This design comes from an exercise in tuning for small area, a short achievable clock period and few clock cycles per item on the open sky130 flow, not from production work. In this exercise RTL edits were held to simulation tests only and were not proved equivalent to the original. No activity file was given, so power comes from the tool's default toggle rates.

Setup of run A:
## irrigation_pump_controller
module irrigation_pump_controller (
  input  logic                           clk,
  input  logic                           rst,
  input  logic                           s_axis_tvalid,
  output logic                           s_axis_tready,
  input  logic [ipc_pkg::IN_DATA_W-1:0]  s_axis_tdata,
  input  logic                           s_axis_tuser,
  output logic                           m_axis_tvalid,
  input  logic                           m_axis_tready,
  output logic [ipc_pkg::OUT_DATA_W-1:0] m_axis_tdata,
  input  logic                           cfg_valid,
  output logic                           cfg_ready,
  input  logic [ipc_pkg::CFG_IDX_W-1:0]  cfg_index,
  input  logic [ipc_pkg::CFG_DATA_W-1:0] cfg_data
);
==> flow/config.mk <==
export PLATFORM = sky130hd
export DESIGN_NAME = irrigation_pump_controller
export DESIGN_NICKNAME = irrigation_pump_controller
export VERILOG_FILES = /design/flow/design.v
export SDC_FILE = /design/flow/constraint.sdc
export NUM_CORES = 4
export LEC_CHECK = 0
export CAP_MARGIN = 20
export CORE_MARGIN = 2
export CORE_UTILIZATION = 40
export SETUP_SLACK_MARGIN = 3.6
export SLEW_MARGIN = 20
==> flow/constraint.sdc <==
create_clock -name core_clock -period 7.5 [get_ports {clk}]
set_input_delay 1.5000 -clock core_clock [delete_from_list [all_inputs] [get_ports {clk}]]
set_output_delay 1.5000 -clock core_clock [all_outputs]
set_load 0.01 [all_outputs]
standard.sh (not shown) runs the stock make flow with config.mk's settings and CLKGATE_MAP_FILE= SYNTH_SCRIPT=/design/flow/synth_recipe.tcl, a recipe that flattens the netlist after the stock synthesis.
==> flow/flow/run.sh <==
#!/bin/bash
# Own layout flow: the standard synthesis and layout, with two layout choices changed:
# the port buffers are the smallest buffer (every port still gets one), and clock tree
# synthesis inserts no dummy loads. Each tool's output goes to a log of its own.
set -euo pipefail
bash standard.sh synth > synth.log 2>&1
export BUFFER_PORTS_ARGS="-buffer_cell sky130_fd_sc_hd__buf_1"
export CTS_ARGS="-sink_clustering_enable -repair_clock_nets -dont_use_dummy_load"
bash standard.sh > layout.log 2>&1
Testbench counts of run A, summed over its fixed seeds: cycles 20,316, items 20,000.
Input changes introduced in run B (baseline for comparison: run A):
Settings: SETUP_SLACK_MARGIN now 3.8, was 3.6.
[summary]
Share of total power consumed by net switching across run B and run A: no real change. Total power draw: run A vs run B, no meaningful difference. Side by side, combined area of the multi-input logic cells turned out higher in run B than in run A. Power density over the cells went down slightly going from run A to run B. Clock power of run B falls short of that of run A slightly. Summary of the comparison: cell area is higher in run B, relative to run A. Setup slack at placement (lower): run B. Share of final-layout standard cells stronger than drive strength 1, run B and run A: larger value in run B. The higher total number of nets in the final design of run B and run A is in run B. In run B, aggregate global-route resource usage is lower than in run A. Cmp run B and run A / buffering stage count on the worst path with inverters included / lower: run A.
[inputs] run C vs run B
Settings: swapping 3.8 for 4.0 in SETUP_SLACK_MARGIN.
--- a/flow/flow/run.sh
+++ b/flow/flow/run.sh
@@ -6,4 +6,4 @@
 bash standard.sh synth > synth.log 2>&1
 export BUFFER_PORTS_ARGS="-buffer_cell sky130_fd_sc_hd__buf_1"
-export CTS_ARGS="-sink_clustering_enable -repair_clock_nets -dont_use_dummy_load"
+export CTS_ARGS="-sink_clustering_enable -repair_clock_nets -dont_use_dummy_load -sink_clustering_size 40 -sink_clustering_max_diameter 150"
 bash standard.sh > layout.log 2>&1
Findings:
Run C closes out successfully: all stages finished, all timing, DRC and antenna checks passed.
Taking run B as the reference, in run C power share of the combinational group moved up; global-route usage moved up; via-per-instance ratio moved up; critical path data arrival time moved down; cell area power density moved down.
Shortest clock period the worst path allows after layout, run B and run C, higher one = run B.
Setup changes, run C to run D
--- a/flow/flow/run.sh
+++ b/flow/flow/run.sh
@@ -6,4 +6,4 @@
 bash standard.sh synth > synth.log 2>&1
 export BUFFER_PORTS_ARGS="-buffer_cell sky130_fd_sc_hd__buf_1"
-export CTS_ARGS="-sink_clustering_enable -repair_clock_nets -dont_use_dummy_load -sink_clustering_size 40 -sink_clustering_max_diameter 150"
+export CTS_ARGS="-sink_clustering_enable -repair_clock_nets -dont_use_dummy_load -buf_list sky130_fd_sc_hd__clkbuf_8"
 bash standard.sh > layout.log 2>&1
==> comparison <==
Lower mean number of vias per cell goes to run D over run C.
Any difference in global-route usage between run C and run D is small enough to ignore.
Run D vs run C — count of non-CTS buffers in the layout dropped slightly
Run C → run D: routed wire length has decreased; cell-internal power has decreased.
In run D, the standby leakage power came out 2.0% below the value in run C.
Routed length on met3: run D vs run C down 35 um
Non-clock buffer contribution to total cell area: higher on run C
First-iteration DRC count in run D is 34 below run C.

[separate check: timing with driven ports]
How much do the figures lean on ideal ports? The routed layouts below were timed once more, with nothing changed but the port constraints.
Step 1: set_driving_cell puts a clkbuf_16 on clk and a buf_2 on each other input, an assumption about the parent block.
Step 2 moves the port delays by t, midway between the first and last clock arrival at a register: inputs arrive t later, outputs are due t later. That takes back most of the time a late clock gives input paths.
a / b / c = no drivers / after step 1 / after step 2; a / b = the first two.
run	t, ns	setup WS [ns]	worst setup path at the end	worst data-port slew with drivers (ns)
run A	0.474	3.720 / 3.720 / 3.479	input to register	0.06
run B	0.470	3.920 / 3.920 / 3.601	input to register	0.04
run C	0.467	4.040 / 4.035 / 3.684	input to register	0.04
run D	0.503	3.994 / 3.994 / 3.679	input to register	0.04
After both steps setup and hold are still met in every run listed. The setup slack of run C, which loses most, moves by -0.005 ns with the drivers and by -0.356 ns with both steps.
